What follows belongs to an exercise in optimizing a design on an open flow for small area, a short achievable clock period and few clock cycles; a production flow would make more cautious choices. Only simulation tests tie the RTL to the original design; equivalence was not proved. Power is estimated from default activity; no workload was simulated.

<file path="design/flow/flow/run.sh">
#!/bin/bash
set -euo pipefail
bash standard.sh SETUP_SLACK_MARGIN=6 finish > standard.log 2>&1
</file>
<file path="design/flow/standard.sh">
#!/bin/bash
# synth_recipe.tcl (not shown) runs the flow's synth.tcl, then flattens the netlist and writes it again
# the make line also repeats each setting of config.mk as NAME=value (left out here)
make -C /OpenROAD-flow-scripts/flow DESIGN_CONFIG=/design/flow/config.mk WORK_HOME=/design/flow/orfs CLKGATE_MAP_FILE= SYNTH_SCRIPT=/design/flow/synth_recipe.tcl "${@:-finish}"
</file>
<file path="design/flow/config.mk">
export PLATFORM = sky130hd
export DESIGN_NAME = grid_maze_dfs_path_search
export DESIGN_NICKNAME = grid_maze_dfs_path_search
export VERILOG_FILES = /design/flow/design.v
export SDC_FILE = /design/flow/constraint.sdc
export NUM_CORES = 4
export LEC_CHECK = 0
export CAP_MARGIN = 20
export CELL_PAD_IN_SITES_DETAIL_PLACEMENT = 1
export CELL_PAD_IN_SITES_GLOBAL_PLACEMENT = 1
export CORE_MARGIN = 2
export CORE_UTILIZATION = 38
export CTS_CLUSTER_DIAMETER = 100
export CTS_CLUSTER_SIZE = 20
export SLEW_MARGIN = 20
</file>
<file path="design/flow/constraint.sdc">
create_clock -name core_clock -period 9.0 [get_ports {clock}]
set_input_delay 1.8000 -clock core_clock [delete_from_list [all_inputs] [get_ports {clock}]]
set_output_delay 1.8000 -clock core_clock [all_outputs]
set_load 0.01 [all_outputs]
</file>
<file path="design/flow/design.v">
package gmdfs_pkg;
   localparam int COORD_W = 4;
   localparam int CFG_W   = 5;
   localparam int LEN_W   = 9;
   localparam int CMD_W   = 2;
   localparam int REQ_W   = 32;
   localparam int RSP_W   = 16;
   localparam logic [CFG_W-1:0] SIZE_RESET = 5'd10;
   localparam logic [CMD_W-1:0] CMD_WRITE = 2'd0;
   localparam logic [CMD_W-1:0] CMD_SOLVE = 2'd1;
   localparam logic [CMD_W-1:0] CMD_READ  = 2'd2;
   localparam logic [2:0] CODE_OPEN = 3'b000;
   localparam logic [2:0] CODE_WALL = 3'b010;
   localparam logic [2:0] CODE_DEAD = 3'b011;
endpackage
module grid_maze_dfs_path_search (
   input  logic                            clock,
   input  logic                            reset,
   input  logic                            req_tvalid,
   output logic                            req_tready,
   input  logic [gmdfs_pkg::REQ_W-1:0]     req_tdata,
   output logic                            rsp_tvalid,
   input  logic                            rsp_tready,
   output logic [gmdfs_pkg::RSP_W-1:0]     rsp_tdata,
   input  logic                            csr_valid,
   output logic                            csr_ready,
   input  logic [0:0]                      csr_index,
   input  logic [gmdfs_pkg::CFG_W-1:0]     csr_wdata
);
   logic [15:0][15:0][2:0] g_ff;           
   logic [4:0]             rows_ff, cols_ff;
   logic                   rdy_ff;
   logic                   ex_v_ff;        
   logic [1:0]             ex_cmd_ff;
   logic                   ex_wall_ff;
   logic                   ini_ff;         
   logic                   run_ff;         
   logic                   fin_ff;         
   logic                   sok_ff;         
   logic                   found_ff;
   logic [15:0]            xr_ff, xc_ff;   
   logic [3:0]             er_ff, ec_ff;   
   logic [3:0]             cand_ff;        
   logic [1:0]             arr_ff;         
   logic                   ark_ff;         
   logic [3:0][2:0]        vc_ff;          
   logic [8:0]             dep_ff;         
   logic                   up_ff, dn_ff;   
   logic                   bot_ff;         
   logic                   pw_ff;          
   logic [3:0]             pr_ff, pc_ff;   
   logic [2:0]             pd_ff;
   logic                   r_v_ff;         
   logic [5:0]             r_d_ff;
   logic                   o_v_ff, s_v_ff;
   logic [11:0]            o_d_ff;
   logic [2:0]             s_d_ff;
   logic [8:0] dep;
   assign dep = up_ff ? dep_ff + 9'd1 : dn_ff ? dep_ff - 9'd1 : dep_ff;
   logic [15:0] rin, cin;                  
   always_comb begin
      for (int i = 0; i < 16; i++) begin
         rin[i] = (5'(i) < rows_ff);
         cin[i] = (5'(i) < cols_ff);
      end
   end
   logic [15:0] pr_oh, pc_oh;
   always_comb begin
      for (int i = 0; i < 16; i++) begin
         pr_oh[i] = (pr_ff == 4'(i));
         pc_oh[i] = (pc_ff == 4'(i));
      end
   end
   logic [15:0][15:0]      op;             
   logic [15:0][2:0]       row_v;          
   logic [15:0]            ra, rb, rc;     
   logic [15:0]            cc;             
   logic [15:0]            rcm;            
   logic                   rc_in;          
   logic [2:0]             x_v;            
   logic                   x_in;           
   function automatic logic [15:0] selm_f(input logic [15:0] sel, input logic [15:0] mask,
                                          input int off);
      logic [15:0] o;
      for (int i = 0; i < 16; i++) begin
         o[i] = (i + off >= 0 && i + off < 16) ? (sel[i] & mask[i + off]) : 1'b0;
      end
      selm_f = o;
   endfunction
   function automatic logic at_f(input logic [15:0] sel, input logic [15:0] v, input int off);
      logic o;
      o = 1'b0;
      for (int i = 0; i < 16; i++) begin
         if (i + off >= 0 && i + off < 16) o = o | (sel[i] & v[i + off]);
      end
      at_f = o;
   endfunction
   function automatic logic [1:0] at2_f(input logic [15:0] sel, input logic [15:0][2:0] v,
                                        input int off);
      logic [1:0] o;
      o = 2'b00;
      for (int i = 0; i < 16; i++) begin
         if (i + off >= 0 && i + off < 16) o = o | ({2{sel[i]}} & v[i + off][1:0]);
      end
      at2_f = o;
   endfunction
   always_comb begin
      for (int i = 0; i < 16; i++) begin
         for (int j = 0; j < 16; j++) begin
            op[i][j] = (g_ff[i][j][2:1] == 2'b00);
         end
      end
      row_v = '0;
      ra    = '0;
      rc    = '0;
      for (int i = 0; i < 16; i++) begin
         if (xr_ff[i]) row_v = row_v | g_ff[i];
         if (i < 15 && xr_ff[i + 1]) ra = ra | op[i];
         if (i > 0 && xr_ff[i - 1]) rc = rc | op[i];
      end
      cc = '0;
      for (int i = 0; i < 16; i++) begin
         for (int j = 0; j < 16; j++) begin
            if (xc_ff[j] && op[i][j]) cc[i] = 1'b1;
         end
      end
      rc_in = |(xr_ff[14:0] & rin[15:1]);
      rcm   = cin & {16{rc_in}};
      for (int j = 0; j < 16; j++) begin
         rb[j] = (row_v[j][2:1] == 2'b00);
      end
      x_v = '0;
      for (int j = 0; j < 16; j++) begin
         if (xc_ff[j]) x_v = x_v | row_v[j];
      end
      x_in  = |(xr_ff & rin) && |(xc_ff & cin);
   end
   logic [15:0] er_oh, ec_oh;
   logic [3:0]  n1;           
   logic [3:0]  nb0, nb1, nb2, nb3;   
   logic [1:0]  na0, na2;     
   logic [3:0]  nb_end;
   logic        has_cand;
   logic [1:0]  k;            
   logic [1:0]  mv;           
   logic [15:0] mr, mc;       
   logic [3:0]  cand_in;
   logic [1:0]  arr_in;
   logic        at_end;
   logic        r_end, c_end;
   always_comb begin
      for (int i = 0; i < 16; i++) begin
         er_oh[i] = (er_ff == 4'(i));
         ec_oh[i] = (ec_ff == 4'(i));
      end
      n1[0] = at_f(selm_f(xc_ff, cin, 1), rb, 1);
      n1[1] = at_f(selm_f(xr_ff, rin, 1), cc, 1);
      n1[2] = at_f(selm_f(xc_ff, cin, -1), rb, -1);
      n1[3] = at_f(selm_f(xr_ff, rin, -1), cc, -1);
      nb0   = {at_f(selm_f(xc_ff, cin, 1), ra, 1), 1'b0,
               at_f(selm_f(xc_ff, rcm, 1), rc, 1), at_f(selm_f(xc_ff, cin, 2), rb, 2)};
      nb1   = {1'b0, at_f(selm_f(xc_ff, rcm, -1), rc, -1),
               at_f(selm_f(xr_ff, rin, 2), cc, 2), at_f(selm_f(xc_ff, rcm, 1), rc, 1)};
      nb2   = {at_f(selm_f(xc_ff, cin, -1), ra, -1), at_f(selm_f(xc_ff, cin, -2), rb, -2),
               at_f(selm_f(xc_ff, rcm, -1), rc, -1), 1'b0};
      nb3   = {at_f(selm_f(xr_ff, rin, -2), cc, -2), at_f(selm_f(xc_ff, cin, -1), ra, -1),
               1'b0, at_f(selm_f(xc_ff, cin, 1), ra, 1)};
      na0   = at2_f(xc_ff, row_v, 1);
      na2   = at2_f(xc_ff, row_v, -1);
      r_end      = |(xr_ff & er_oh);
      c_end      = |(xc_ff & ec_oh);
      nb_end[0]  = r_end && |(xc_ff[14:0] & ec_oh[15:1]);
      nb_end[1]  = c_end && |(xr_ff[14:0] & er_oh[15:1]);
      nb_end[2]  = r_end && |(xc_ff[15:1] & ec_oh[14:0]);
      nb_end[3]  = c_end && |(xr_ff[15:1] & er_oh[14:0]);
      has_cand   = |cand_ff;
      k          = cand_ff[0] ? 2'd0 : cand_ff[1] ? 2'd1 : cand_ff[2] ? 2'd2 : 2'd3;
      at_end     = nb_end[k];
      mv = has_cand ? k : (arr_ff + 2'd2);
      mr = xr_ff;
      mc = xc_ff;
      case (mv)
         2'd0:    mc = {xc_ff[14:0], 1'b0};
         2'd1:    mr = {xr_ff[14:0], 1'b0};
         2'd2:    mc = {1'b0, xc_ff[15:1]};
         default: mr = {1'b0, xr_ff[15:1]};
      endcase
      case (mv)
         2'd0:    cand_in = nb0;
         2'd1:    cand_in = nb1;
         2'd2:    cand_in = nb2;
         default: cand_in = nb3;
      endcase
      arr_in = mv[1] ? na2 : na0;
      if (has_cand) begin
         arr_in = k;
      end else begin
         case (arr_ff)
            2'd0:    cand_in = cand_in & 4'b1110;
            2'd1:    cand_in = cand_in & 4'b1100;
            2'd2:    cand_in = cand_in & 4'b1000;
            default: cand_in = 4'b0000;
         endcase
      end
   end
   logic        ex_en, ex_done, fire, step, s_done;
   logic        g_we, w_mv, wq;
   logic [2:0]  w_d;
   logic [5:0]  res;
   logic        sol_held, s0_wait;
   logic        start_hit;
   logic        is_solve;
   logic        a_wait;       
   assign fire      = req_tvalid && rdy_ff;
   assign sol_held  = (r_v_ff && r_d_ff[5]) || (s_v_ff && s_d_ff[2]);
   assign s0_wait   = is_solve && !ini_ff && !run_ff && !fin_ff && sol_held;
   assign ex_en     = ex_v_ff && !(r_v_ff && o_v_ff && s_v_ff) && !s0_wait;
   assign start_hit = r_end && c_end;
   assign is_solve  = (ex_cmd_ff == gmdfs_pkg::CMD_SOLVE);
   assign a_wait    = run_ff && !has_cand && !bot_ff && !ark_ff;
   assign step      = ex_en && is_solve && run_ff && !a_wait;
   assign wq        = ex_en && (ex_cmd_ff == gmdfs_pkg::CMD_WRITE);
   always_comb begin
      g_we   = 1'b0;
      w_mv   = 1'b0;
      w_d    = 3'b100;
      s_done = 1'b0;
      if (ex_en) begin
         case (ex_cmd_ff)
            gmdfs_pkg::CMD_SOLVE: begin
               if (fin_ff) begin
               end else if (ini_ff) begin
                  g_we   = sok_ff;
                  s_done = !sok_ff || start_hit;
               end else if (!run_ff || a_wait) begin
               end else if (has_cand) begin
                  g_we   = 1'b1;
                  w_mv   = 1'b1;
                  w_d    = {1'b1, k};
                  s_done = at_end;
               end else begin
                  g_we   = !bot_ff;
                  w_d    = gmdfs_pkg::CODE_DEAD;
                  s_done = bot_ff;
               end
            end
            default: ;
         endcase
      end
      ex_done = ex_en && (!is_solve || fin_ff);
      res = '0;
      if (ex_cmd_ff == gmdfs_pkg::CMD_READ) begin
         res[4:0] = {x_in, !x_in, x_v};
      end else if (is_solve) begin
         res[5] = 1'b1;
      end
   end
   logic [3:0] wr_b, wc_b;
   always_comb begin
      wr_b = '0;
      wc_b = '0;
      for (int i = 0; i < 16; i++) begin
         if (w_mv ? mr[i] : xr_ff[i]) wr_b = wr_b | 4'(i);
         if (w_mv ? mc[i] : xc_ff[i]) wc_b = wc_b | 4'(i);
      end
   end
   always_ff @(posedge clock) begin
      if (reset) begin
         pw_ff <= 1'b0;
      end else begin
         pw_ff <= g_we;
      end
      pr_ff <= wr_b;
      pc_ff <= wc_b;
      pd_ff <= w_d;
   end
   logic [15:0] wr_n, wc_n;
   logic [2:0]  g_d;
   always_comb begin
      for (int i = 0; i < 16; i++) begin
         wr_n[i] = !(reset || (pw_ff && pr_oh[i]) || (wq && xr_ff[i]));
         wc_n[i] = !(reset || (pw_ff && pc_oh[i]) || (wq && xc_ff[i]));
      end
      g_d = reset ? gmdfs_pkg::CODE_OPEN : pw_ff ? pd_ff : {1'b0, ex_wall_ff, 1'b0};
   end
   for (genvar r = 0; r < 16; r++) begin : g_row
      for (genvar c = 0; c < 16; c++) begin : g_col
         always_ff @(posedge clock) begin
            if (!(wr_n[r] || wc_n[c])) begin
               g_ff[r][c] <= g_d;
            end
         end
      end
   end
   logic        take, r_go;
   logic        r_v_in, o_v_in, s_v_in;
   logic [11:0] o_d_in;
   logic [2:0]  s_d_in, o_e, r_e;
   logic        ex_v_in;
   logic [1:0]  ex_cmd_in;
   logic        fin_in;
   always_comb begin
      take   = o_v_ff && rsp_tready;
      r_e    = {r_d_ff[5], r_d_ff[4] ? {r_d_ff[2] | (r_d_ff[1] & r_d_ff[0]),
                                        !r_d_ff[2] && r_d_ff[1]} : {1'b0, r_d_ff[3]}};
      r_go   = r_v_ff && !(o_v_ff && s_v_ff && !take);
      r_v_in = ex_done || (r_v_ff && !r_go);
      o_v_in = o_v_ff;
      o_d_in = o_d_ff;
      o_e    = '0;
      s_v_in = s_v_ff;
      s_d_in = s_d_ff;
      if (!o_v_ff || take) begin
         o_e    = s_v_ff ? s_d_ff : r_e;
         o_v_in = s_v_ff || r_go;
         o_d_in = {o_e[1:0], o_e[2] && found_ff ? dep : 9'd0, o_e[2] && found_ff};
         s_v_in = s_v_ff && r_go;
         s_d_in = r_e;
      end else if (r_go) begin
         s_v_in = 1'b1;
         s_d_in = r_e;
      end
      ex_v_in   = fire || (ex_v_ff && !ex_done);
      ex_cmd_in = rdy_ff ? req_tdata[1:0] : ex_cmd_ff;
      fin_in    = !rdy_ff && (fin_ff ? !ex_done : s_done);
   end
   always_ff @(posedge clock) begin
      if (reset) begin
         rdy_ff  <= 1'b1;
         ex_v_ff <= 1'b0;
         ini_ff  <= 1'b0;
         run_ff  <= 1'b0;
         fin_ff  <= 1'b0;
         r_v_ff  <= 1'b0;
         o_v_ff  <= 1'b0;
         s_v_ff  <= 1'b0;
         rows_ff <= gmdfs_pkg::SIZE_RESET;
         cols_ff <= gmdfs_pkg::SIZE_RESET;
      end else begin
         rdy_ff  <= !ex_v_in || (((ex_cmd_in != gmdfs_pkg::CMD_SOLVE) || fin_in) &&
                                 !(r_v_in && o_v_in && s_v_in));
         ex_v_ff <= ex_v_in;
         r_v_ff  <= r_v_in;
         o_v_ff  <= o_v_in;
         s_v_ff  <= s_v_in;
         fin_ff  <= fin_in;
         if (rdy_ff) begin
            ini_ff <= 1'b0;
            run_ff <= 1'b0;
         end else if (ex_en && is_solve && !fin_ff) begin
            ini_ff <= !ini_ff && !run_ff;
            run_ff <= run_ff || (ini_ff && !s_done);
         end
         if (csr_valid) begin
            if (csr_index == 1'b0) rows_ff <= csr_wdata;
            else                   cols_ff <= csr_wdata;
         end
      end
   end
   logic [3:0] f_r, f_c;
   assign f_r = (req_tdata[1:0] == gmdfs_pkg::CMD_SOLVE) ? req_tdata[14:11] : req_tdata[5:2];
   assign f_c = (req_tdata[1:0] == gmdfs_pkg::CMD_SOLVE) ? req_tdata[18:15] : req_tdata[9:6];
   always_ff @(posedge clock) begin
      o_d_ff    <= o_d_in;
      s_d_ff    <= s_d_in;
      ex_cmd_ff <= ex_cmd_in;
      if (ex_done) begin
         r_d_ff <= res;
      end
      if (rdy_ff) begin
         ex_wall_ff <= req_tdata[10];
         er_ff      <= req_tdata[22:19];
         ec_ff      <= req_tdata[26:23];
         for (int i = 0; i < 16; i++) begin
            xr_ff[i] <= (f_r == 4'(i));
            xc_ff[i] <= (f_c == 4'(i));
         end
      end else if (step && !fin_ff) begin
         xr_ff <= mr;
         xc_ff <= mc;
      end
      if (ex_en && is_solve && !fin_ff) begin
         if (ini_ff) begin
            cand_ff  <= n1;
            dep_ff   <= 9'd1;
            up_ff    <= 1'b0;
            dn_ff    <= 1'b0;
            bot_ff   <= 1'b1;
            found_ff <= sok_ff && start_hit;
            ark_ff   <= 1'b1;
            vc_ff    <= '0;
         end else if (!run_ff) begin
            sok_ff   <= x_in && (x_v[2:1] == 2'b00);
         end else if (a_wait) begin
            arr_ff   <= x_v[1:0];
            ark_ff   <= 1'b1;
         end else if (has_cand) begin
            cand_ff  <= cand_in;
            arr_ff   <= arr_in;
            ark_ff   <= 1'b1;
            if (k[0]) begin
               vc_ff <= {vc_ff[2:0], {ark_ff, arr_ff}};
            end
            dep_ff   <= dep;
            up_ff    <= 1'b1;
            dn_ff    <= 1'b0;
            bot_ff   <= 1'b0;
            found_ff <= at_end;
         end else begin
            cand_ff  <= cand_in;
            if (mv[0]) begin
               arr_ff <= vc_ff[0][1:0];
               ark_ff <= vc_ff[0][2];
               vc_ff  <= {3'b000, vc_ff[3:1]};
            end else begin
               arr_ff <= arr_in;
               ark_ff <= 1'b1;
            end
            dep_ff   <= dep;
            up_ff    <= 1'b0;
            dn_ff    <= 1'b1;
            bot_ff   <= (dep == 9'd2);
            found_ff <= 1'b0;
         end
      end
   end
   assign req_tready = rdy_ff;
   assign csr_ready  = 1'b1;
   assign rsp_tvalid = o_v_ff;
   assign rsp_tdata  = {4'd0, o_d_ff};
endmodule
</file>
==> flow_metrics.env, run 1 <==
export IMPL_die_width_um=345
export IMPL_relSlewSlack=0.0988
export IMPL_dieArea_um2=119000
export IMPL_route_detailed_wl_per_inst_um=47.7
export IMPL_cp_data_arrival_time_ps=3860
export IMPL_postSynthAreaPerCell_um2=11.5
export IMPL_setup_tns_ps=0
export IMPL_dieHeight_um=345
export IMPL_grt_pass1_wl_um=344000
export IMPL_synth_top_area_frac=0.588
export IMPL_worst_path_buf_inv=1
export IMPL_clock_latency_ps=740
export IMPL_critPathRequiredTime_ps=9450
export IMPL_grt_pass1_vias=38900
export IMPL_htreeDepth=2
export IMPL_ys_ff_latch=895
export IMPL_hold_path_class="flop to flop"
export IMPL_cap_viol_max_count=0
export IMPL_worstPathCellList="buf_8 -> a22o_1 -> a221oi_1 -> and4_4 -> o22ai_2 -> or4_4 -> nor4_4 -> a21o_1 -> o211ai_1 -> a22o_1"
export IMPL_synthTopCellsByArea="edfxtp_1 (59%), a22oi_1 (6.4%), nor2_1 (5.5%), a221oi_1 (3.8%), a22o_1 (3.5%)"
export IMPL_final_common_cell="edfxtp_1"
export IMPL_ys_seq_area_frac=0.602
export IMPL_cp_end_kind="flop"
export IMPL_crit_family="simple AND/OR/NAND/NOR gates"
export IMPL_synth_edf_count=863
export IMPL_cts_buffers=55
export IMPL_min_period_ps=3410
export IMPL_cts_tree="done"
export IMPL_io_pins=62
export IMPL_drt_total_wl_um=264000
export IMPL_tightestPinTransition_ps=1350
export IMPL_num_fill_cells=11800
export IMPL_slew_violations=0
export IMPL_yosysWarnings=3
export IMPL_hold_violations=0
export IMPL_total_power_w=0.0103
export IMPL_powerDensity_nw_per_um2=192
export IMPL_cts_sinks=895
export IMPL_drc_errors=0
export IMPL_clkTransAtPathRegs_ps=90
export IMPL_fin_worst_skew_ps=84.4
export IMPL_first_iter_violations=7491
export IMPL_rsz0062_at_grt="true"
export IMPL_drtPass1Iterations=7
export IMPL_synth_ff_type="edfxtp_1"
export IMPL_slowest_stage="or4_4"
export IMPL_period_share=0.379
export IMPL_nets=4016
export IMPL_layout_area_overhead_vs_synth_pct=21.5
export IMPL_overflow=0
export IMPL_peakVddDrop_v=0.000159
export IMPL_syn_area_um2=44100
export IMPL_gp_congestion=1.01
export IMPL_crit_path_start_kind="flop"
export IMPL_place_hpwl_um=144000
export IMPL_clk_path_buf_depth=3
export IMPL_critical_path_class="flop to flop"
export IMPL_p_leak_nw=17.9
export IMPL_start_util=0.384
export IMPL_hold_slack_ps=525
export IMPL_via_per_inst=7.55
export IMPL_most_common_layout_cells="edfxtp_1 (863), nor2_1 (608), a22oi_1 (363)"
export IMPL_layout_area_seq_um2=26600
export IMPL_cpPeakStageDelay_ps=570
export IMPL_multiInputGateArea_um2=18100
export IMPL_worst_path_max_fanout=40
export IMPL_hold_buffers=0
export IMPL_cp_common_cell="a22o_1"
export IMPL_max_freq_ghz=0.293
export IMPL_grt_max_degree=151
export IMPL_synthCells=3837
export IMPL_setup_violations=0
export IMPL_cts_root_buffer="clkbuf_16"
export IMPL_yosysUniqueCellTypes=83
export IMPL_grt_usage=0.427
export IMPL_outcome="no timing/DRC/antenna violations"
export IMPL_rows=124
export IMPL_drive_gt1_frac=0.199
export IMPL_antenna_left=0
export IMPL_vias=41800
export IMPL_synth_async_reset_ratio=0
export IMPL_core_area_um2=115000
export IMPL_portBuffers=51
export IMPL_grt_antenna_before_repair=45
export IMPL_synth_top_cell_by_area="edfxtp_1"
export IMPL_finalCoreUtilization=0.467
## repair_timing
action / in CTS / in global routing
pin swaps: 107 / 105
setup endpoints to repair: 1401 / 673
resized for setup: 420 / 213
endpoints found under the hold margin: 0 / 0
buffers inserted: 126 / 64
cloned: 44 / 13
## worst paths after layout
kind	to	cells after the start	slack, ps	start
max reg2reg	arr_ff[1]$_DFFE_PP_	10	5590	xr_ff[9]$_DFFE_PP_
min	s_d_ff[2]$_DFFE_PP_	0	530	r_d_ff[5]$_SDFFCE_PN0P_
max	arr_ff[1]$_DFFE_PP_	10	5590	xr_ff[9]$_DFFE_PP_
min reg2reg	s_d_ff[2]$_DFFE_PP_	0	530	r_d_ff[5]$_SDFFCE_PN0P_
## through the flow
step	cells	worst slack [ps]	area, um2
2_1_floorplan	3840	4130	44100
3_3_place_gp	5178	4160	46400
3_5_place_dp	5179	4060	46400
4_1_cts	5432	5710	51800
5_1_grt	5514	5600	53500
6_report	5539	5590	53600
## logic make-up (layout without fill, tap and decap cells)
group                      after synthesis  in the layout  synth area share
adders and majority gates                3              3          0.000795
buffers and inverters                  370            522            0.0383
muxes                                   25             25           0.00681
DFF                                    895            895             0.602
other                                    2             35          0.000170
and+or+nand+nor                       1297           1301             0.139
xor gates and xnor gates                 8              8           0.00159
AOI/OAI and AO/OA                     1237           1238             0.211
## worst register-to-register path, cell delays in order (launching register included)
cell	delay [ps]
edfxtp_1	530
buf_8	250
a22o_1	350
a221oi_1	290
and4_4	430
o22ai_2	120
or4_4	570
nor4_4	160
a21o_1	170
o211ai_1	100
a22o_1	200
## synthesized netlist by cell type, types with 23 or more instances
cell / instances
a22o_1: 178
nor3_1: 42
a31oi_1: 26
buf_1: 48
nor3b_1: 74
and3_1: 24
nor2_1: 651
edfxtp_1: 863
a222oi_1: 23
nand3_1: 103
a221oi_1: 189
o21ai_0: 80
clkbuf_1: 153
a21oi_1: 105
nand4_1: 72
a22oi_1: 375
inv_1: 41
nor2b_1: 24
o22ai_1: 101
buf_2: 92
a2111oi_0: 23
and4_1: 33
nor4_1: 24
dfxtp_1: 32
nand2_1: 179
## cell type report
cell class	count	area share
Antenna cell	30	0.00140
Clock buffer	69	0.0267
Clock inverter	14	0.00313
Inverter	48	0.00385
Multi-Input combinational cell	2580	0.338
Sequential cell	895	0.496
Tap cell	1512	0.0353
Timing Repair Buffer	391	0.0955
## where the power goes
group / internal (W) / switching, W
Clock: 0.00115 / 0.00152
Sequential: 0.00474 / 0.000136
Combinational: 0.000849 / 0.00188
Total: 0.00674 / 0.00354
## metal layers
metal	global-route usage	routed length, um	up-vias
li1	-	-	15700
met1	0.522	94000	21300
met2	0.588	106000	3644
met3	0.186	38500	1231
met4	0.323	25200	30
met5	0.0156	623	-
## flip-flops by register name, summed over array words and instances, names as in the netlist, 5 cells and up
name     count
cols_ff      5
dep_ff       9
g_ff       768
o_d_ff      12
r_d_ff       6
rows_ff      5
vc_ff       12
xc_ff       16
xr_ff       16
Testbench counts, summed over its fixed seeds: cycles 32,591.
==> inputs of run 2 (changes only) <==
--- a/design/flow/config.mk
+++ b/design/flow/config.mk
@@ -6,8 +6,6 @@
 export NUM_CORES = 4
 export LEC_CHECK = 0
 export CAP_MARGIN = 20
-export CELL_PAD_IN_SITES_DETAIL_PLACEMENT = 1
-export CELL_PAD_IN_SITES_GLOBAL_PLACEMENT = 1
 export CORE_MARGIN = 2
 export CORE_UTILIZATION = 38
 export CTS_CLUSTER_DIAMETER = 100
==> flow_metrics.env, run 2 <==
export IMPL_cp_data_arrival_time_ps=3800
export IMPL_clkTransAtPathRegs_ps=90
export IMPL_p_leak_nw=17.3
export IMPL_fin_worst_skew_ps=34.2
export IMPL_yosysWarnings=3
export IMPL_peakVddDrop_v=0.000142
export IMPL_ys_seq_area_frac=0.602
export IMPL_hold_violations=0
export IMPL_synth_ff_type="edfxtp_1"
export IMPL_ys_ff_latch=895
export IMPL_die_width_um=345
export IMPL_synthCells=3837
export IMPL_first_iter_violations=8059
export IMPL_layout_area_overhead_vs_synth_pct=17.3
export IMPL_most_common_layout_cells="edfxtp_1 (863), nor2_1 (636), a22oi_1 (369)"
export IMPL_clock_latency_ps=710
export IMPL_powerDensity_nw_per_um2=190
export IMPL_via_per_inst=7.35
export IMPL_pre_cts_ws_ps=4160
export IMPL_crit_path_start_kind="flop"
export IMPL_synth_top_area_frac=0.588
export IMPL_vias=40000
export IMPL_tightestPinTransition_ps=1210
export IMPL_grt_pass1_vias=36800
export IMPL_dieHeight_um=345
export IMPL_setup_violations=0
export IMPL_grt_usage=0.374
export IMPL_nets=3943
export IMPL_relSlewSlack=0.197
export IMPL_cts_buffers=53
export IMPL_max_freq_ghz=0.299
export IMPL_clk_path_buf_depth=3
export IMPL_overflow=0
export IMPL_largest_register_ffs=768
export IMPL_postSynthAreaPerCell_um2=11.5
export IMPL_grt_pass1_wl_um=307000
export IMPL_worst_slack_ps=5660
export IMPL_cts_tree="done"
export IMPL_htreeDepth=2
export IMPL_rows=124
export IMPL_drtPass1Iterations=7
export IMPL_antenna_left=0
export IMPL_place_hpwl_um=133000
export IMPL_drc_errors=0
export IMPL_synthTopCellsByArea="edfxtp_1 (59%), a22oi_1 (6.4%), nor2_1 (5.5%), a221oi_1 (3.8%), a22o_1 (3.5%)"
export IMPL_hold_path_class="flop to flop"
export IMPL_core_area_um2=115000
export IMPL_cts_root_buffer="clkbuf_16"
export IMPL_hold_buffers=0
export IMPL_synth_async_reset_ratio=0
export IMPL_final_common_cell="edfxtp_1"
export IMPL_worst_path_max_fanout=44
export IMPL_start_util=0.384
export IMPL_yosys_cell_count_top_type="edfxtp_1"
export IMPL_setup_tns_ps=0
export IMPL_route_detailed_wl_per_inst_um=42.7
export IMPL_synth_edf_count=863
export IMPL_drt_total_wl_um=232000
export IMPL_top_regs="g_ff x768, xc_ff x16, xr_ff x16"
export IMPL_outcome="no timing/DRC/antenna violations"
export IMPL_yosysUniqueCellTypes=83
export IMPL_drive_gt1_frac=0.155
export IMPL_grt_antenna_before_repair=15
export IMPL_io_pins=62
export IMPL_rsz0062_at_grt="true"
export IMPL_cap_viol_max_count=0
export IMPL_critical_path_class="flop to flop"
export IMPL_slew_violations=0
export IMPL_min_period_ps=3340
export IMPL_grt_max_degree=97
export IMPL_place_area_um2=46300
export IMPL_gp_congestion=1.04
export IMPL_synth_top_cell_by_area="edfxtp_1"
export IMPL_critPathRequiredTime_ps=9460
export IMPL_top_register="g_ff"
export IMPL_cp_end_kind="flop"
export IMPL_num_fill_cells=10500
export IMPL_ys_top_cells_by_count="edfxtp_1 (863), nor2_1 (651), a22oi_1 (375)"
export IMPL_period_share=0.371
export IMPL_cts_sinks=895
export IMPL_fin_area_um2=51700
export IMPL_syn_area_um2=44100
export IMPL_portBuffers=51
export IMPL_dieArea_um2=119000
-- run 2: cell counts after synthesis --
Identical to the previous run, type by type.
-- run 2: metal layers --
layer  track usage  share of wire
met5             0        0.00051
met4         0.271          0.094
met3         0.137           0.16
met2         0.529           0.40
met1         0.471           0.35
-- run 2: timing repair --
item                                     CTS  global route
pin swaps                                 39            68
buffers inserted                          68            51
endpoints found under the setup margin  1278           369
cloned                                    34             9
gates resized for setup                  312           165
-- run 2: cell type report --
class	count	area, um2	share of cell area
Inverter	48	204	0.00394
Sequential cell	895	26600	0.514
Multi-Input combinational cell	2578	17300	0.335
Tap cell	1512	1890	0.0366
Timing Repair Buffer	322	4180	0.0808
Clock buffer	71	1440	0.0278
Antenna cell	7	17.5	0.000339
Clock inverter	8	90.1	0.00174
-- run 2: final timing paths --
kind	startpoint	end	slack, ps	depth (start not counted)
setup / recovery	xr_ff[14]$_DFFE_PP_	arr_ff[1]$_DFFE_PP_	5660	11
hold / removal	r_d_ff[5]$_SDFFCE_PN0P_	s_d_ff[2]$_DFFE_PP_	490	0
setup reg to reg	xr_ff[14]$_DFFE_PP_	arr_ff[1]$_DFFE_PP_	5660	11
hold reg to reg	r_d_ff[5]$_SDFFCE_PN0P_	s_d_ff[2]$_DFFE_PP_	490	0
-- run 2: where the power goes --
group | switching [W] | internal, W | leakage, nW
clock network | 0.00144 | 0.00113 | 0.740
logic | 0.00166 | 0.000743 | 7.80
registers | 0.000134 | 0.00474 | 8.72
-- run 2: metrics by stage --
step / hold WS, ps / total power [W] / utilization / std cells
finish: 486 / 0.00985 / 0.451 / 5441
global route: 517 / 0.00996 / 0.451 / 5434
CTS: 489 / 0.00951 / 0.440 / 5374
detailed placement: 465 / 0.00669 / 0.404 / 5193
global placement: 459 / 0.00669 / 0.404 / 5193
floorplan: 447 / 0.00582 / - / 3840
-- run 2: worst max-delay path, stage by stage (launching register included) --
cell	delay [ps]
edfxtp_1	410
buf_4	190
buf_12	180
a22o_1	270
a221oi_2	210
and4_4	350
o22ai_2	90
or4_4	540
nor4_2	220
a21o_1	210
o211ai_1	120
a22o_1	220
-- run 2: kinds of logic (layout without fill, tap and decap cells) --
group / after synthesis / count (layout) / share of synthesized area
AOI/OAI and AO/OA: 1237 / 1237 / 0.211
and+or+nand+nor: 1297 / 1300 / 0.139
buffers and inverters: 370 / 449 / 0.0383
DFF: 895 / 895 / 0.602
adders and majority gates: 3 / 3 / 0.000795
muxes: 25 / 25 / 0.00681
xor gates and xnor gates: 8 / 8 / 0.00159
other: 2 / 12 / 0.000170
==> inputs of run 3 (changes only) <==
--- a/design/flow/config.mk
+++ b/design/flow/config.mk
@@ -11,3 +11,4 @@
 export CTS_CLUSTER_DIAMETER = 100
 export CTS_CLUSTER_SIZE = 20
 export SLEW_MARGIN = 20
+export TNS_END_PERCENT = 10
==> flow_metrics.env, run 3 <==
export IMPL_antenna_left=0
export IMPL_most_common_layout_cells="edfxtp_1 (863), nor2_1 (635), a22oi_1 (371)"
export IMPL_pre_cts_ws_ps=4430
export IMPL_synthCells=3837
export IMPL_grt_pass1_vias=37000
export IMPL_drt_total_wl_um=234000
export IMPL_synthTopCellsByArea="edfxtp_1 (59%), a22oi_1 (6.4%), nor2_1 (5.5%), a221oi_1 (3.8%), a22o_1 (3.5%)"
export IMPL_setup_violations=0
export IMPL_peakVddDrop_v=0.000153
export IMPL_largest_register_ffs=768
export IMPL_via_per_inst=7.50
export IMPL_gp_congestion=1.08
export IMPL_dieHeight_um=345
export IMPL_slew_violations=0
export IMPL_cts_tree="done"
export IMPL_yosys_cell_count_top_type="edfxtp_1"
export IMPL_p_leak_nw=16.9
export IMPL_synth_edf_count=863
export IMPL_worst_path_max_fanout=12
export IMPL_route_detailed_wl_per_inst_um=43.2
export IMPL_synth_top_area_frac=0.588
export IMPL_grt_antenna_before_repair=22
export IMPL_cp_data_arrival_time_ps=4090
export IMPL_portBuffers=51
export IMPL_fin_area_um2=51100
export IMPL_setup_tns_ps=0
export IMPL_place_area_um2=46300
export IMPL_drc_errors=0
export IMPL_postSynthAreaPerCell_um2=11.5
export IMPL_clkTransAtPathRegs_ps=90
export IMPL_cts_sinks=895
export IMPL_synth_async_reset_ratio=0
export IMPL_clk_path_buf_depth=3
export IMPL_nets=3914
export IMPL_cp_end_kind="flop"
export IMPL_ys_top_cells_by_count="edfxtp_1 (863), nor2_1 (651), a22oi_1 (375)"
export IMPL_hold_path_class="flop to flop"
export IMPL_yosysWarnings=3
export IMPL_first_iter_violations=8098
export IMPL_tightestPinTransition_ps=1420
export IMPL_io_pins=62
export IMPL_worstPathCellList="buf_4 -> nor3b_1 -> a2111oi_2 -> nand3_1 -> o21a_1 -> a32oi_1 -> and4_1 -> a31oi_1 -> a21oi_1 -> o21ai_1"
export IMPL_dieArea_um2=119000
export IMPL_min_period_ps=3530
export IMPL_synth_ff_type="edfxtp_1"
export IMPL_grt_pass1_wl_um=310000
export IMPL_drive_gt1_frac=0.132
export IMPL_die_width_um=345
export IMPL_cpPeakStageDelay_ps=1170
export IMPL_multiInputGateArea_um2=17100
export IMPL_outcome="no timing/DRC/antenna violations"
export IMPL_clock_latency_ps=720
export IMPL_max_freq_ghz=0.284
export IMPL_start_util=0.384
export IMPL_period_share=0.392
export IMPL_critPathRequiredTime_ps=9560
export IMPL_drtPass1Iterations=9
export IMPL_crit_family="simple AND/OR/NAND/NOR gates"
export IMPL_total_power_w=0.00980
export IMPL_place_hpwl_um=130000
export IMPL_layout_area_seq_um2=26600
export IMPL_core_area_um2=115000
export IMPL_overflow=0
export IMPL_vias=40700
export IMPL_grt_usage=0.379
export IMPL_powerDensity_nw_per_um2=192
export IMPL_hold_violations=0
export IMPL_worst_path_buf_inv=1
export IMPL_relSlewSlack=0.0480
export IMPL_rows=124
export IMPL_yosysUniqueCellTypes=83
export IMPL_num_fill_cells=10600
export IMPL_cap_viol_max_count=0
export IMPL_final_common_cell="edfxtp_1"
export IMPL_ys_ff_latch=895
export IMPL_top_register="g_ff"
export IMPL_cts_root_buffer="clkbuf_16"
export IMPL_htreeDepth=2
export IMPL_synth_top_cell_by_area="edfxtp_1"
export IMPL_grt_max_degree=106
export IMPL_worst_slack_ps=5470
export IMPL_top_regs="g_ff x768, xc_ff x16, xr_ff x16"
export IMPL_rsz0062_at_grt="true"
export IMPL_layout_area_overhead_vs_synth_pct=15.9
export IMPL_cts_buffers=53
export IMPL_syn_area_um2=44100
export IMPL_ys_seq_area_frac=0.602
export IMPL_crit_path_start_kind="flop"
export IMPL_fin_worst_skew_ps=46.2
export IMPL_critical_path_class="flop to flop"
export IMPL_slowest_stage="nor3b_1"
[run 3: cell counts after synthesis]
Identical to the previous run, type by type.
[run 3: layout make-up]
type,instances,share of cell area
clock inverters,8,0.00230
multi-input cells,2579,0.334
repair buffers,292,0.0748
diodes,23,0.00113
well taps,1512,0.0370
clock buffers,67,0.0270
flip-flops and latches,895,0.520
inverters,48,0.00382
[run 3: per-stage QoR]
step                      instances  utilization  hold slack, ps
after floorplan                3840            -             447
after global placement         5185        0.404             463
after detailed placement       5185        0.404             471
after CTS                      5374        0.439             506
after global routing           5406        0.445             531
final                          5424        0.446             505
[run 3: path summary, 6_finish.rpt]
check                                             to  cells past startpoint               startpoint  slack (ps)
worst min-delay path             s_d_ff[2]$_DFFE_PP_                      0  r_d_ff[5]$_SDFFCE_PN0P_         510
worst max register to register  cand_ff[1]$_DFFE_PP_                     10       xc_ff[7]$_DFFE_PP_        5470
worst min register to register   s_d_ff[2]$_DFFE_PP_                      0  r_d_ff[5]$_SDFFCE_PN0P_         510
worst max-delay path            cand_ff[1]$_DFFE_PP_                     10       xc_ff[7]$_DFFE_PP_        5470
[run 3: repair_timing]
item / in CTS / in global routing
setup buffers: 79 / 19
endpoints found under the setup margin: 1469 / 1352
hold buffers: 0 / 0
gates resized for setup: 195 / 113
pin swaps: 49 / 39
gates cloned: 35 / 7
[run 3: where the power goes]
part	total, W	switching (W)	internal (W)
clock network	0.00254	0.00144	0.00110
logic	0.00237	0.00167	0.000707
registers	0.00488	0.000145	0.00474
[run 3: per-layer routing]
metal | wire [um] | GRT usage
met5 | 426 | 0.00881
met4 | 21900 | 0.269
met3 | 40500 | 0.183
met2 | 91300 | 0.513
met1 | 80000 | 0.468
[run 3: worst register-to-register path, stage by stage, from the launching register on]
cell and delay (ps):
edfxtp_1 340, buf_4 340, nor3b_1 1210, a2111oi_2 180, nand3_1 300, o21a_1 320, a32oi_1 90, and4_1 250
a31oi_1 140, a21oi_1 110, o21ai_1 110
[run 3: kinds of logic (layout without fill, tap and decap cells)]
| group | after synthesis | after routing | share of synthesized area |
|---|---|---|---|
| other | 2 | 28 | 0.000170 |
| multiplexers | 25 | 25 | 0.00681 |
| AND/OR/NAND/NOR | 1297 | 1301 | 0.139 |
| XOR/XNOR | 8 | 8 | 0.00159 |
| AO/OA/AOI/OAI | 1237 | 1237 | 0.211 |
| flip-flops | 895 | 895 | 0.602 |
| adder cells (fa/ha/maj) | 3 | 3 | 0.000795 |
| buffers and inverters | 370 | 415 | 0.0383 |
==> inputs of run 4 (changes only) <==
==> design/flow/run.sh (new file) <==
#!/bin/bash
# synth_recipe.tcl (not shown) runs the flow's synth.tcl, then flattens the netlist and writes it again
# the make line also repeats each setting of config.mk as NAME=value (left out here)
make -C /OpenROAD-flow-scripts/flow DESIGN_CONFIG=/design/flow/config.mk WORK_HOME=/design/flow/orfs CLKGATE_MAP_FILE= SYNTH_SCRIPT=/design/flow/synth_recipe.tcl finish
--- a/design/flow/config.mk
+++ b/design/flow/config.mk
@@ -10,5 +10,5 @@
 export CORE_UTILIZATION = 38
 export CTS_CLUSTER_DIAMETER = 100
 export CTS_CLUSTER_SIZE = 20
+export SETUP_SLACK_MARGIN = 5
 export SLEW_MARGIN = 20
-export TNS_END_PERCENT = 10
removed: design/flow/flow/run.sh
removed: design/flow/standard.sh
==> flow_metrics.env, run 4 <==
export IMPL_outcome="no timing/DRC/antenna violations"
export IMPL_synthCells=3837
export IMPL_instances_no_fill=5284
export IMPL_p_leak_nw=15.5
export IMPL_r2r_start="xr_ff[4]$_DFFE_PP_"
export IMPL_top_regs="g_ff x768, xc_ff x16, xr_ff x16"
export IMPL_drc_errors=0
export IMPL_grt_pass1_vias=34800
export IMPL_relSlewSlack=0.172
export IMPL_htreeDepth=2
export IMPL_via_per_inst=7.03
export IMPL_clk_path_buf_depth=3
export IMPL_portBuffers=51
export IMPL_yosysWarnings=3
export IMPL_ys_ff_latch=895
export IMPL_synth_top_area_frac=0.588
export IMPL_min_path_cells=0
export IMPL_min_from="r_d_ff[5]$_SDFFCE_PN0P_"
export IMPL_hold_slack_ps=486
export IMPL_synth_async_reset_ratio=0
export IMPL_critical_path_class="flop to flop"
export IMPL_yosysUniqueCellTypes=83
export IMPL_vias=37100
export IMPL_clock_latency_ps=710
export IMPL_cp_data_arrival_time_ps=4540
export IMPL_postSynthAreaPerCell_um2=11.5
export IMPL_most_common_layout_cells="edfxtp_1 (863), nor2_1 (647), a22oi_1 (375)"
export IMPL_grt_usage=0.332
export IMPL_reg2reg_to="arr_ff[0]$_DFFE_PP_"
export IMPL_gp_congestion=1.04
export IMPL_critPathRequiredTime_ps=9440
export IMPL_hold_violations=0
export IMPL_ys_top_cells_by_count="edfxtp_1 (863), nor2_1 (651), a22oi_1 (375)"
export IMPL_first_iter_violations=6373
export IMPL_r2r_cells=11
export IMPL_cts_buffers=53
export IMPL_period_share=0.456
export IMPL_cts_root_buffer="clkbuf_16"
export IMPL_grt_max_degree=97
export IMPL_crit_path_start_kind="flop"
export IMPL_io_pins=62
export IMPL_largest_register_ffs=768
export IMPL_rsz0062_at_grt="true"
export IMPL_drive_gt1_frac=0.0682
export IMPL_slew_violations=0
export IMPL_rrSetupSlack_ps=4900
export IMPL_final_common_cell="edfxtp_1"
export IMPL_overflow=0
export IMPL_yosys_cell_count_top_type="edfxtp_1"
export IMPL_setup_tns_ps=0
export IMPL_num_fill_cells=10800
export IMPL_grt_antenna_before_repair=11
export IMPL_synth_ff_type="edfxtp_1"
export IMPL_cp_end_kind="flop"
export IMPL_pre_cts_ws_ps=4160
export IMPL_drtPass1Iterations=9
export IMPL_drt_total_wl_um=201000
export IMPL_ys_seq_area_frac=0.602
export IMPL_hold_buffers=0
export IMPL_powerDensity_nw_per_um2=193
export IMPL_tightestPinTransition_ps=1230
export IMPL_max_freq_ghz=0.244
export IMPL_peakVddDrop_v=0.000133
export IMPL_die_width_um=345
export IMPL_core_area_um2=115000
export IMPL_dp_cells=5193
export IMPL_dieArea_um2=119000
export IMPL_worst_slack_ps=4900
export IMPL_worst_path_max_fanout=37
export IMPL_rows=124
export IMPL_cap_viol_max_count=0
export IMPL_dieHeight_um=345
export IMPL_top_register="g_ff"
export IMPL_grt_pass1_wl_um=278000
export IMPL_setup_violations=0
export IMPL_nets=3787
export IMPL_fin_worst_skew_ps=37.1
export IMPL_min_period_ps=4100
export IMPL_synth_edf_count=863
export IMPL_place_hpwl_um=133000
export IMPL_cts_tree="done"
export IMPL_layout_area_overhead_vs_synth_pct=8.82
export IMPL_route_detailed_wl_per_inst_um=38.1
export IMPL_holdPathEnd="s_d_ff[2]$_DFFE_PP_"
export IMPL_clkTransAtPathRegs_ps=100
export IMPL_synth_top_cell_by_area="edfxtp_1"
export IMPL_hold_path_class="flop to flop"
export IMPL_syn_area_um2=44100
export IMPL_cts_sinks=895
export IMPL_start_util=0.384
export IMPL_antenna_left=0
export IMPL_synthTopCellsByArea="edfxtp_1 (59%), a22oi_1 (6.4%), nor2_1 (5.5%), a221oi_1 (3.8%), a22o_1 (3.5%)"
-- run 4: cell types whose count changed in the layout (fill, tap and decap cells not counted), sizes merged --
cell | previous run | this run
buf | 215 | 119
and3b | 8 | 4
clkbuf | 72 | 71
dlygate4sd2 | 14 | 0
diode | 23 | 6
inv | 44 | 46
bufbuf | 22 | 0
clkinvlp | 2 | 0
clkdlybuf4s50 | 36 | 50
-- run 4: how the worst max path moves through the flow --
stage,start,endpoint,slack [ps],depth (start not counted)
after global routing,xr_ff[4]$_DFFE_PP_,arr_ff[0]$_DFFE_PP_,4880,11
after detailed placement,reset,g_ff[366]$_DFFE_PN_,4160,5
after CTS,xr_ff[14]$_DFFE_PP_,arr_ff[0]$_DFFE_PP_,4960,10
after floorplan,reset,g_ff[100]$_DFFE_PN_,4130,4
final,xr_ff[4]$_DFFE_PP_,arr_ff[0]$_DFFE_PP_,4900,11
after global placement,reset,g_ff[486]$_DFFE_PN_,4230,5
-- run 4: cells by family (layout without fill, tap and decap cells) --
logic type,count (synthesis),count (layout),share of synthesized area
adders and majority gates,3,3,0.000795
muxes,25,25,0.00681
xor gates and xnor gates,8,8,0.00159
AOI/OAI and AO/OA,1237,1237,0.211
other,2,11,0.000170
buffers and inverters,370,296,0.0383
DFF,895,895,0.602
and+or+nand+nor,1297,1297,0.139
-- run 4: report_power, final --
part	internal, W	total (W)	switching [W]
sequential	0.00474	0.00487	0.000131
clock	0.00113	0.00255	0.00142
combinational	0.000460	0.00184	0.00138
-- run 4: timing repair --
action	in CTS	in global routing
buffers inserted	1	5
pin swaps	0	1
endpoints found under the setup margin	166	194
gates resized for setup	6	8
-- run 4: worst max-delay path, stage by stage (launching register included) --
cell and delay, ps:
edfxtp_1 390, buf_4 320, buf_4 450, a22o_1 290
a221oi_1 200, nand3_1 130, nor2_2 540, o22ai_1 140
or4_1 510, or4_1 480, a21oi_1 190, o31ai_1 90
-- run 4: metrics by stage --
| stage | power, W | utilization | area, um2 |
|---|---|---|---|
| 3_5_place_dp | 0.00669 | 0.404 | 46300 |
| 6_report | 0.00927 | 0.418 | 48000 |
| 4_1_cts | 0.00916 | 0.418 | 47900 |
| 3_3_place_gp | 0.00669 | 0.404 | 46300 |
| 5_1_grt | 0.00945 | 0.418 | 48000 |
| 2_1_floorplan | 0.00582 | - | 44100 |
-- run 4: area by class of cell --
class	instances	area, um2	area share
Sequential cell	895	26600	0.554
Multi-Input combinational cell	2575	16300	0.339
Tap cell	1512	1890	0.0394
Timing Repair Buffer	169	1530	0.0320
Clock buffer	71	1440	0.0299
Inverter	48	180	0.00376
Clock inverter	8	90.1	0.00188
Antenna cell	6	15.0	0.000313
-- run 4: per-layer routing --
metal | GRT usage | vias to the layer above | share of wire
met5 | 0 | - | 0.00024
li1 | - | 15100 | -
met2 | 0.492 | 2885 | 0.43
met4 | 0.208 | 8 | 0.073
met3 | 0.0844 | 602 | 0.12
met1 | 0.435 | 18500 | 0.38
==> inputs of run 5 (changes only) <==
==> design/flow/flow/run.sh (new file) <==
#!/bin/bash
set -euo pipefail
bash standard.sh SETUP_SLACK_MARGIN=6 finish > standard.log 2>&1
==> design/flow/standard.sh (new file) <==
#!/bin/bash
# synth_recipe.tcl (not shown) runs the flow's synth.tcl, then flattens the netlist and writes it again
# the make line also repeats each setting of config.mk as NAME=value (left out here)
make -C /OpenROAD-flow-scripts/flow DESIGN_CONFIG=/design/flow/config.mk WORK_HOME=/design/flow/orfs CLKGATE_MAP_FILE= SYNTH_SCRIPT=/design/flow/synth_recipe.tcl "${@:-finish}"
--- a/design/flow/config.mk
+++ b/design/flow/config.mk
@@ -7,8 +7,7 @@
 export LEC_CHECK = 0
 export CAP_MARGIN = 20
 export CORE_MARGIN = 2
-export CORE_UTILIZATION = 38
-export CTS_CLUSTER_DIAMETER = 100
-export CTS_CLUSTER_SIZE = 20
-export SETUP_SLACK_MARGIN = 5
+export CORE_UTILIZATION = 42
+export CTS_CLUSTER_DIAMETER = 110
+export CTS_CLUSTER_SIZE = 22
 export SLEW_MARGIN = 20
removed: design/flow/run.sh
==> flow_metrics.env, run 5 <==
export IMPL_min_from="r_d_ff[5]$_SDFFCE_PN0P_"
export IMPL_yosysWarnings=3
export IMPL_first_iter_violations=7100
export IMPL_fin_worst_skew_ps=57.5
export IMPL_synth_ff_type="edfxtp_1"
export IMPL_antenna_left=0
export IMPL_grt_usage=0.390
export IMPL_most_common_layout_cells="edfxtp_1 (863), nor2_1 (628), a22oi_1 (362)"
export IMPL_fin_area_um2=50900
export IMPL_max_freq_ghz=0.299
export IMPL_slew_violations=0
export IMPL_min_period_ps=3350
export IMPL_place_area_um2=46200
export IMPL_setup_tns_ps=0
export IMPL_hold_path_class="flop to flop"
export IMPL_io_pins=62
export IMPL_grt_pass1_vias=36000
export IMPL_grt_max_degree=177
export IMPL_cts_tree="done"
export IMPL_layout_area_seq_um2=26600
export IMPL_route_detailed_wl_per_inst_um=41.8
export IMPL_relSlewSlack=0.282
export IMPL_ys_top_cells_by_count="edfxtp_1 (863), nor2_1 (651), a22oi_1 (375)"
export IMPL_ys_seq_area_frac=0.602
export IMPL_place_hpwl_um=135000
export IMPL_postSynthAreaPerCell_um2=11.5
export IMPL_clk_path_buf_depth=3
export IMPL_drive_gt1_frac=0.149
export IMPL_grt_pass1_wl_um=293000
export IMPL_top_regs="g_ff x768, xc_ff x16, xr_ff x16"
export IMPL_layout_area_overhead_vs_synth_pct=15.5
export IMPL_reg2reg_to="arr_ff[0]$_DFFE_PP_"
export IMPL_crit_path_start_kind="flop"
export IMPL_synthTopCellsByArea="edfxtp_1 (59%), a22oi_1 (6.4%), nor2_1 (5.5%), a221oi_1 (3.8%), a22o_1 (3.5%)"
export IMPL_multiInputGateArea_um2=17400
export IMPL_synth_simple_area_share=0.139
export IMPL_top_register="g_ff"
export IMPL_critical_path_class="flop to flop"
export IMPL_synth_mux_area_frac=0.00681
export IMPL_worst_path_max_fanout=35
export IMPL_ys_ff_latch=895
export IMPL_core_area_um2=104000
export IMPL_portBuffers=51
export IMPL_peakVddDrop_v=0.000142
export IMPL_cts_sinks=895
export IMPL_synth_top_cell_by_area="edfxtp_1"
export IMPL_rsz0062_at_grt="true"
export IMPL_synth_compound_area_frac=0.211
export IMPL_setup_violations=0
export IMPL_rows=118
export IMPL_dieArea_um2=108000
export IMPL_yosysUniqueCellTypes=83
export IMPL_holdPathEnd="s_d_ff[2]$_DFFE_PP_"
export IMPL_synthXorXnorAreaFrac=0.00159
export IMPL_overflow=0
export IMPL_wl_met2_um=90400
export IMPL_vias=39300
export IMPL_p_leak_nw=16.9
export IMPL_synth_top_family_by_area="compound AO/OA/AOI/OAI gates"
export IMPL_powerDensity_nw_per_um2=189
export IMPL_grt_antenna_before_repair=10
export IMPL_largest_register_ffs=768
export IMPL_finalCoreUtilization=0.491
export IMPL_r2r_cells=10
export IMPL_htreeDepth=2
export IMPL_yosys_cell_count_top_type="edfxtp_1"
export IMPL_final_common_cell="edfxtp_1"
export IMPL_gp_congestion=1.06
export IMPL_die_width_um=328
export IMPL_cap_viol_max_count=0
export IMPL_drtPass1Iterations=8
export IMPL_synth_async_reset_ratio=0
export IMPL_rrSetupSlack_ps=5650
export IMPL_min_path_cells=0
export IMPL_hold_violations=0
export IMPL_critPathRequiredTime_ps=9460
export IMPL_dieHeight_um=328
export IMPL_drc_errors=0
export IMPL_clock_latency_ps=690
export IMPL_cp_data_arrival_time_ps=3800
export IMPL_dr_wl_met3_um=32600
export IMPL_r2r_start="xr_ff[14]$_DFFE_PP_"
export IMPL_synth_adder_area_share=0.000795
export IMPL_synthCells=3837
export IMPL_via_per_inst=7.45
export IMPL_syn_area_um2=44100
export IMPL_synth_edf_count=863
export IMPL_drt_total_wl_um=221000
export IMPL_cts_buffers=49
export IMPL_num_fill_cells=9288
export IMPL_synth_top_area_frac=0.588
export IMPL_cp_end_kind="flop"
export IMPL_top_layer="met5"
export IMPL_tightestPinTransition_ps=1070
export IMPL_period_share=0.372
export IMPL_nets=3916
export IMPL_cts_root_buffer="clkbuf_16"
export IMPL_start_util=0.425
export IMPL_outcome="no timing/DRC/antenna violations"
export IMPL_met1_length_um=78400
export IMPL_clkTransAtPathRegs_ps=100
-- run 5: cell families after synthesis --
logic type                 count (synthesis)
muxes                                     25
AOI/OAI and AO/OA                       1237
and+or+nand+nor                         1297
other                                      2
DFF                                      895
adders and majority gates                  3
xor gates and xnor gates                   8
buffers and inverters                    370
-- run 5: per-stage QoR --
step,setup WS (ps),power [W],hold slack (ps),instances
6_report,5650,0.00963,488,5283
5_1_grt,5600,0.00976,503,5276
4_1_cts,5750,0.00934,490,5225
3_5_place_dp,4510,0.00668,470,5053
3_3_place_gp,4570,0.00668,465,5052
2_1_floorplan,4130,0.00582,447,3840
-- run 5: timing repair --
item / 4_1_cts / 5_1_grt
gates resized for setup: 312 / 152
cloned: 21 / 10
setup endpoints to repair: 1306 / 181
pin swaps: 56 / 62
setup buffers: 76 / 40
hold buffers: 0 / 0
-- run 5: layout make-up --
cell class,count,share of cell area
Clock buffer,69,0.0264
Clock inverter,6,0.00177
Sequential cell,895,0.522
Inverter,48,0.00405
Antenna cell,8,0.000393
Multi-Input combinational cell,2579,0.341
Tap cell,1380,0.0339
Timing Repair Buffer,298,0.0704
-- run 5: metal layers --
layer  vias to the layer above  track usage
li1                      15400            -
met1                     19400        0.505
met2                      3608        0.557
met3                       948        0.123
met4                         6        0.265
met5                         -            0
-- run 5: how the worst max path moves through the flow --
| stage | from | to | slack (ps) | depth (start not counted) |
|---|---|---|---|---|
| global placement | reset | g_ff[504]$_DFFE_PN_ | 4570 | 4 |
| global route | xr_ff[1]$_DFFE_PP_ | arr_ff[1]$_DFFE_PP_ | 5600 | 11 |
| CTS | xr_ff[1]$_DFFE_PP_ | arr_ff[1]$_DFFE_PP_ | 5750 | 12 |
| finish | xr_ff[14]$_DFFE_PP_ | arr_ff[0]$_DFFE_PP_ | 5650 | 10 |
| detailed placement | reset | g_ff[744]$_DFFE_PN_ | 4510 | 4 |
| floorplan | reset | g_ff[100]$_DFFE_PN_ | 4130 | 4 |
-- run 5: worst max-delay path, cell delays in order, from the launching register on --
cell	delay, ps
edfxtp_1	470
buf_6	260
a22o_1	270
a221oi_1	210
nand3_1	210
nor2_4	330
o22ai_1	130
or4_1	490
or4_1	430
a21oi_2	130
o31ai_1	90
-- run 5: power by group --
part	switching, W	internal (W)
sequential	0.000129	0.00474
clock	0.00141	0.00106
combinational	0.00160	0.000688

## separate check: timing with driven ports
No port has a modelled driver above. Below, the same layouts with a new extraction and two added sets of constraints. Step 1 assumes that a clkbuf_16 drives the clock port and a buf_2 every other input. Step 2, shift: input delay + t, output delay - t, t = (earliest + latest rising clock arrival at the registers) / 2. This alone moves slack from input paths to output paths. a / b / c = ideal / step 1 / step 2; a / b = the first two.
run | shift t [ns] | slack for setup (ns) | worst setup path at the end | latest minus earliest clock arrival (ns)
run 1 | 0.779 | 5.591 / 5.591 / 5.186 | input to register | 0.085 / 0.084
run 2 | 0.774 | 5.659 / 5.659 / 5.182 | input to register | 0.034 / 0.034
run 3 | 0.774 | 5.474 / 5.474 / 4.923 | input to register | 0.046 / 0.047
run 4 | 0.765 | 4.900 / 4.900 / 4.308 | input to register | 0.038 / 0.038
run 5 | 0.739 | 5.654 / 5.654 / 5.253 | input to register | 0.058 / 0.058
After both steps setup and hold are still met in every run listed. For run 4, which loses most, drivers alone change the setup slack by 0.000 ns; drivers and shift together by -0.592 ns.
